Background: an optimization exercise with open tools, aiming at small area, a short achievable clock period and few clock cycles per item. Do not read the settings as production practice. Only simulation tests tie the RTL to the original design; equivalence was not proved. Power and IR drop assume default switching activity.

==> run a <==
## assoc_read_cache
module assoc_read_cache
#(
  parameter int unsigned LINE_SIZE   = 32,
  parameter int unsigned WAYS_LOG2   = 1,
  parameter int unsigned INDEX_DEPTH = 4,
  parameter int unsigned OFFSET_SIZE = 2
) (
  input  logic                 clk,
  input  logic                 reset,
  input  logic                 req_valid,
  input  logic [LINE_SIZE-1:0] address,
  input  logic                 flush,
  output logic [LINE_SIZE-1:0] data,
  output logic                 busywait,
  output logic                 mem_read,
  output logic [LINE_SIZE-1:0] mem_address,
  input  logic [LINE_SIZE-1:0] mem_readdata,
  input  logic                 mem_busywait
);
clock: 13.0 ns
lec_check: 0
cap_margin: 20
core_margin: 2
core_utilization: 40
slew_margin: 20
standard.sh (not shown) runs the stock make flow with config.mk's settings and CLKGATE_MAP_FILE= SYNTH_SCRIPT=/design/flow/synth_recipe.tcl, a recipe that flattens the netlist after the stock synthesis.
==> flow/flow/run.sh <==
#!/bin/bash
# Standard ORFS layout (the standard.sh, standard synthesis unchanged), with:
#  - a clock tree of clkbuf_16 sink clusters without dummy loads (far fewer clock buffers).
set -euo pipefail
bash standard.sh \
  SETUP_SLACK_MARGIN=7 \
  TNS_END_PERCENT=100 \
  "CTS_ARGS=-sink_clustering_enable -repair_clock_nets -dont_use_dummy_load -sink_clustering_size 24 -sink_clustering_max_diameter 80 -buf_list sky130_fd_sc_hd__clkbuf_16" \
  finish > orfs_make.log 2>&1
==> inputs of run b, as changes to run a <==
--- a/flow/design.v
+++ b/flow/design.v
@@ -62,16 +62,25 @@
 );
   localparam int unsigned TAG_SIZE = cache_pkg::tag_size(LINE_SIZE, INDEX_DEPTH, OFFSET_SIZE);
   localparam int unsigned SETS     = 1 << INDEX_DEPTH;
   localparam int unsigned WORDS    = 1 << OFFSET_SIZE;
   localparam int unsigned LA       = TAG_SIZE + INDEX_DEPTH;           
-  localparam int unsigned ENTRIES  = SETS * 2;                         
+  localparam int unsigned EB       = INDEX_DEPTH + 1;                  
+  localparam int unsigned ENTRIES  = 1 << EB;                          
+  localparam int unsigned LW       = WORDS * LINE_SIZE;                
+  localparam int unsigned PORT_LOG = 3;                                
   localparam int unsigned PTAG     = 8;                                
-  logic [TAG_SIZE-1:0]          tag_mem [0:SETS-1][0:1];
-  logic [1:0]                   valid   [0:SETS-1];
-  logic                         rr_ptr  [0:SETS-1];
-  logic [WORDS*LINE_SIZE-1:0]   dline   [0:ENTRIES-1];
+  logic [TAG_SIZE-1:0] tag_mem [0:SETS-1][0:1];
+  logic [1:0]          valid   [0:SETS-1];
+  logic                rr_ptr  [0:SETS-1];
+  logic [LW-1:0]       ring    [0:ENTRIES-1];
+  logic [EB-1:0]       rot;
+  logic [LW-1:0]       fb_data [0:1];
+  logic [EB-1:0]       fb_entry[0:1];
+  logic [1:0]          fb_busy;         
+  logic [1:0]          fb_pend;         
+  logic                fb_cur;          
   logic [LA-1:0]          a_line;
   logic [INDEX_DEPTH-1:0] a_set;
   logic [OFFSET_SIZE-1:0] a_w;
   logic [SETS-1:0]        a_set_oh;
   assign a_line = address[LINE_SIZE-1 -: LA];
@@ -80,18 +89,26 @@
   always_comb for (int s = 0; s < SETS; s++) a_set_oh[s] = (a_set == s);
   logic [LA-1:0]          cand_line;
   logic                   cand_v, cand_hit, cand_way;
   logic [SETS-1:0]        cand_set_oh;
   logic [ENTRIES-1:0]     p1_oh;
+  logic [1:0]             c_fb;
   logic [LA-1:0]          nxt_line;
   logic [SETS-1:0]        nxt_set_oh;
   logic                   nxt_v, nxt_miss;
   logic [LA-1:0]          fill_line;
-  logic [SETS-1:0]        fill_set_oh;
-  logic                   fill_way;
   logic [WORDS-1:0]       fetched;
   logic [OFFSET_SIZE-1:0] crit;
+  logic [INDEX_DEPTH-1:0] cand_set, nxt_set;
+  always_comb begin
+    cand_set = '0;
+    nxt_set  = '0;
+    for (int s = 0; s < SETS; s++) begin
+      if (cand_set_oh[s]) cand_set = INDEX_DEPTH'(s);
+      if (nxt_set_oh[s])  nxt_set  = INDEX_DEPTH'(s);
+    end
+  end
   logic [1:0][TAG_SIZE-1:0] a_tags;
   logic [1:0]               a_valid;
   always_comb begin
     a_tags  = '0;
     a_valid = '0;
@@ -133,113 +150,157 @@
     for (int s = 0; s < SETS; s++) begin
       c_valid |= {2{cand_set_oh[s]}} & valid[s];
       c_rr    |= cand_set_oh[s] & rr_ptr[s];
     end
   end
-  logic [WORDS*LINE_SIZE-1:0] p1_line;
+  logic [LW-1:0] p1_line;
   always_comb begin
     p1_line = '0;
-    for (int e = 0; e < ENTRIES; e++) p1_line |= {WORDS*LINE_SIZE{p1_oh[e]}} & dline[e];
+    for (int p = 0; p < ENTRIES; p++) p1_line |= {LW{p1_oh[p]}} & ring[p];
+    p1_line |= ({LW{c_fb[0]}} & fb_data[0]) | ({LW{c_fb[1]}} & fb_data[1]);
   end
   logic                   on_c, active, m_c, m_n, fw, cand_is_fill, rd_fill, rd_miss;
   logic                   can_alloc, alloc, use_mem, hit_arr, xfer;
   logic [WORDS-1:0]       ok_w;
   logic [LA-1:0]          al_line;
   logic [SETS-1:0]        al_set_oh;
-  logic                   victim;
+  logic [INDEX_DEPTH-1:0] al_set;
+  logic                   victim, al_fb;
+  logic [EB-1:0]          al_entry;
   logic [OFFSET_SIZE-1:0] bg_w, mw;
   assign on_c         = (a_line[0] == cand_line[0]);
   assign active       = (fetched != '1);
   assign m_c          = cand_v && (a_line == cand_line);
   assign m_n          = nxt_v && nxt_miss && (a_line == nxt_line);
   assign fw           = fetched[a_w];
-  assign cand_is_fill = active && ((cand_set_oh & fill_set_oh) != '0) && (cand_way == fill_way);
+  assign cand_is_fill = active && c_fb[fb_cur];
   assign ok_w         = {WORDS{cand_hit}} & ({WORDS{!cand_is_fill}} | fetched);
   assign rd_fill      = m_c && cand_hit && cand_is_fill;
   assign rd_miss      = (m_c && !cand_hit) || m_n;
-  assign can_alloc    = rd_miss && !active;
+  assign can_alloc    = rd_miss && !active && (fb_busy != 2'b11);
   assign alloc        = req_valid && can_alloc;
   assign use_mem      = can_alloc || (rd_fill && !fw);
   assign hit_arr      = m_c && ok_w[a_w];
   assign al_line   = on_c ? cand_line : nxt_line;
   assign al_set_oh = on_c ? cand_set_oh : nxt_set_oh;
+  assign al_set    = on_c ? cand_set : nxt_set;
   assign victim    = on_c ? (!c_valid[0] ? 1'b0 : (!c_valid[1] ? 1'b1 : c_rr))
                           : (!b_valid[0] ? 1'b0 : (!b_valid[1] ? 1'b1 : b_rr));
+  assign al_entry  = {al_set, victim};
+  assign al_fb     = fb_busy[0];
   always_comb begin
     bg_w = crit;
     for (int i = WORDS - 1; i >= 1; i--)
       if (!fetched[OFFSET_SIZE'(crit + i)]) bg_w = OFFSET_SIZE'(crit + i);
   end
-  assign mw = fw ? bg_w : a_w;
+  logic [OFFSET_SIZE-1:0] wsel [0:WORDS-1];
+  always_comb
+    for (int k = 0; k < WORDS; k++) wsel[k] = (active && fetched[k]) ? bg_w : OFFSET_SIZE'(k);
+  assign mw = wsel[a_w];
   always_comb begin
     data = {LINE_SIZE{!(on_c && ok_w[a_w])}} & mem_readdata;
     for (int k = 0; k < WORDS; k++)
       data |= {LINE_SIZE{on_c && (a_w == k) && ok_w[k]}} & p1_line[k*LINE_SIZE +: LINE_SIZE];
     busywait    = !(hit_arr || (use_mem && !mem_busywait));
     mem_read    = active || alloc;
-    mem_address = active ? {fill_line, mw, {cache_pkg::BYTE_SEL_BITS{1'b0}}}
-                         : {a_line, a_w, {cache_pkg::BYTE_SEL_BITS{1'b0}}};
+    mem_address = {(active ? fill_line : a_line), mw, {cache_pkg::BYTE_SEL_BITS{1'b0}}};
   end
   assign xfer = mem_read && !mem_busywait;
-  logic [SETS-1:0]        w_set_oh;
-  logic                   w_way;
-  logic [OFFSET_SIZE-1:0] w_word;
-  assign w_set_oh = active ? fill_set_oh : al_set_oh;
-  assign w_way    = active ? fill_way : victim;
-  assign w_word   = active ? mw : a_w;
+  logic          w_fb;
+  logic [1:0]    wb;
+  logic [EB-1:0] wb_pos [0:1];
+  assign w_fb = active ? fb_cur : al_fb;
+  always_comb
+    for (int x = 0; x < 2; x++) begin
+      wb_pos[x] = fb_entry[x] + rot + 1'b1;
+      wb[x]     = fb_pend[x] && (wb_pos[x][PORT_LOG-1:0] == '0);
+    end
   always_ff @(posedge clk) begin
-    for (int s = 0; s < SETS; s++)
-      for (int v = 0; v < 2; v++)
-        for (int k = 0; k < WORDS; k++)
-          if (xfer && w_set_oh[s] && (w_way == v) && (w_word == k))
-            dline[s*2+v][k*LINE_SIZE +: LINE_SIZE] <= mem_readdata;
+    for (int x = 0; x < 2; x++)
+      for (int k = 0; k < WORDS; k++)
+        if (xfer && (w_fb == x) && (mw == k))
+          fb_data[x][k*LINE_SIZE +: LINE_SIZE] <= mem_readdata;
+    for (int p = 0; p < ENTRIES; p++) begin
+      ring[p] <= ring[(p + ENTRIES - 1) % ENTRIES];
+      if (p % (1 << PORT_LOG) == 0) begin
+        if (wb[0] && (wb_pos[0] == p))      ring[p] <= fb_data[0];
+        else if (wb[1] && (wb_pos[1] == p)) ring[p] <= fb_data[1];
+      end
+    end
   end
   always_ff @(posedge clk) begin
     for (int s = 0; s < SETS; s++)
       for (int v = 0; v < 2; v++)
         if (alloc && al_set_oh[s] && (victim == v)) tag_mem[s][v] <= al_line[LA-1 -: TAG_SIZE];
   end
   logic [LA-1:0] a_line_inc, nxt_line_inc;
   assign a_line_inc   = a_line + 1'b1;
   assign nxt_line_inc = nxt_line + 1'b1;
+  logic [EB-1:0]      lk_entry;
+  logic [1:0]         lk_fb;
+  logic [EB-1:0]      lk_pos;
+  assign lk_entry = {a_set, lkA_way};
+  always_comb
+    for (int x = 0; x < 2; x++) lk_fb[x] = fb_busy[x] && !wb[x] && (fb_entry[x] == lk_entry);
+  assign lk_pos = lk_entry + rot + 1'b1;
   always_ff @(posedge clk or negedge reset) begin
     if (!reset) begin
       for (int s = 0; s < SETS; s++) begin
         valid[s]  <= '0;
         rr_ptr[s] <= 1'b0;
       end
+      rot         <= '0;
+      fb_busy     <= '0;
+      fb_pend     <= '0;
+      fb_cur      <= 1'b0;
+      fb_entry[0] <= '0;
+      fb_entry[1] <= '0;
       cand_line   <= '0;
       cand_v      <= 1'b0;
       cand_hit    <= 1'b0;
       cand_way    <= 1'b0;
       cand_set_oh <= SETS'(1);
       p1_oh       <= '0;
+      c_fb        <= '0;
       nxt_line    <= '0;
       nxt_set_oh  <= SETS'(1);
       nxt_v       <= 1'b0;
       nxt_miss    <= 1'b0;
       fill_line   <= '0;
-      fill_set_oh <= SETS'(1);
-      fill_way    <= 1'b0;
       fetched     <= '1;
       crit        <= '0;
     end else begin
+      rot <= rot + 1'b1;
       for (int s = 0; s < SETS; s++) begin
         if (flush) valid[s] <= '0;
         if (alloc && al_set_oh[s]) begin
           valid[s][victim] <= 1'b1;
           rr_ptr[s]        <= !rr_ptr[s];
         end
       end
+      for (int x = 0; x < 2; x++)
+        if (wb[x]) begin
+          fb_busy[x] <= 1'b0;
+          fb_pend[x] <= 1'b0;
+        end
       if (alloc) begin
-        fill_line   <= al_line;
-        fill_set_oh <= al_set_oh;
-        fill_way    <= victim;
-        crit        <= a_w;
-        fetched     <= mem_busywait ? '0 : WORDS'(1) << a_w;
+        fb_cur             <= al_fb;
+        fb_busy[al_fb]     <= 1'b1;
+        fb_pend[al_fb]     <= 1'b0;
+        fb_entry[al_fb]    <= al_entry;
+        if (fb_entry[!al_fb] == al_entry) begin
+          fb_busy[!al_fb] <= 1'b0;
+          fb_pend[!al_fb] <= 1'b0;
+        end
+      end
+      if (alloc) begin
+        fill_line <= al_line;
+        crit      <= a_w;
+        fetched   <= mem_busywait ? '0 : WORDS'(1) << a_w;
       end else if (active && !mem_busywait) begin
         fetched[mw] <= 1'b1;
+        if ((fetched | (WORDS'(1) << mw)) == '1) fb_pend[fb_cur] <= 1'b1;
       end
       nxt_v    <= cand_v;
       nxt_miss <= lkB_miss || flush;
       if (req_valid && !m_c) begin
         nxt_v  <= 1'b0;
@@ -263,15 +324,23 @@
         cand_hit <= 1'b1;
         cand_way <= victim;
       end else if (flush && !req_valid) begin
         cand_hit <= 1'b0;
       end
-      if (req_valid && !m_c && !m_n) begin
-        for (int s = 0; s < SETS; s++)
-          for (int v = 0; v < 2; v++) p1_oh[s*2+v] <= a_set_oh[s] && (lkA_way == v);
-      end else if (alloc) begin
-        for (int s = 0; s < SETS; s++)
-          for (int v = 0; v < 2; v++) p1_oh[s*2+v] <= al_set_oh[s] && (victim == v);
+      if (alloc) begin
+        p1_oh <= '0;
+        c_fb  <= 2'b01 << al_fb;
+      end else if (req_valid && !m_c && !m_n) begin
+        c_fb <= lk_fb;
+        for (int p = 0; p < ENTRIES; p++) p1_oh[p] <= (lk_fb == '0) && (lk_pos == p);
+      end else if (c_fb[0] && wb[0]) begin
+        c_fb <= '0;
+        for (int p = 0; p < ENTRIES; p++) p1_oh[p] <= (wb_pos[0] == p);
+      end else if (c_fb[1] && wb[1]) begin
+        c_fb <= '0;
+        for (int p = 0; p < ENTRIES; p++) p1_oh[p] <= (wb_pos[1] == p);
+      end else begin
+        p1_oh <= {p1_oh[ENTRIES-2:0], p1_oh[ENTRIES-1]};
       end
     end
   end
 endmodule
==> comparison <==
First-iteration DRC count: run b is lower than run a (about 20%). Global-route usage: run b is lower than run a (1.8 points). Of run b and run a, run a has the higher die area (gap about 11%, measured against run a). Against run a, the fmax of run b is larger by about 3%. Of run b and run a, run a has the higher sequential power (gap about 4%, measured against run a). Of run a and run b, run a has the higher combinational power (gap 51%, measured against run b). In run b the total power is lower than in run a, by 3.1%. Of run b and run a, run b has the higher setup slack (gap 0.22 ns).
==> figures <==
| metric | run b | run a |
|---|---|---|
| Post-Route M1 WL | 256,000 um | 253,000 um |
| Signal buffers | 696 | 852 |
| Placed cell count | 17,948 | 16,829 |
| Per-instance average area after synthesis | 13.0 sq um | 17.7 sq um |
| Number of clock buffers inserted by TritonCTS | 268 | 240 |
| Portion of the post-synthesis area used by sequential elements | 70.2% | 79.8% |
| Met3 routed wirelength | 77,800 um | 111,000 um |
| Tapcells inserted | 5,520 | 6,223 |
| Leading area contributor after synthesis | dfxtp_1 | edfxtp_1 |
| Setup bufs post-CTS | 157 | 132 |
| Synth Area in XOR/XNOR | 0.989% | 0.637% |
| CP Launch Point | address[19] | p1_oh[3]$_DFFE_PN0P_ |
| Largest stage delay on the critical path | 0.54 ns | 1.02 ns |
| Post-layout nets | 13,041 | 11,145 |
| Most common cell after layout, fill and taps aside | dfxtp_1 | edfxtp_1 |
| Outcome | finished clean | finished clean |
| Net switching power | 6.61 mW | 6.94 mW |
| Multi-input logic area | 48,800 sq um | 38,100 sq um |
Testbench counts of run a, summed over its fixed seeds: cycles 43,603, items 24,000.
Testbench counts of run b, summed over its fixed seeds: cycles 44,565, items 24,000.

==> what the ideal ports hide <==
In the flow no input, the clock included, has a driving cell. The finished layouts below were timed again as built, in two steps. Step 1: set_driving_cell puts a clkbuf_16 on clk and a buf_2 on each other input, an assumption about the parent block. Step 2 adds t to the input delays and takes it off the output delays; t is the mean of the earliest and latest rising clock arrival at the registers after step 1. Input paths then give back, and output paths get back, about the clock's delay inside the block. Three values: ideal, step 1, step 2; two values: the first two.
run | t, ns | setup slack, ns | worst setup path after step 2 | worst slew at a driven data input, ns | pins driven straight from the clock port
run a | 1.121 | 5.198 / 5.070 / 5.099 | input to output | 0.40 | 1
run b | 1.052 | 5.421 / 5.167 / 4.829 | input to register | 0.38 | 1
After both steps every run listed still meets setup and hold. The setup slack of run b, which loses most, moves by -0.254 ns with the drivers and by -0.592 ns with both steps.
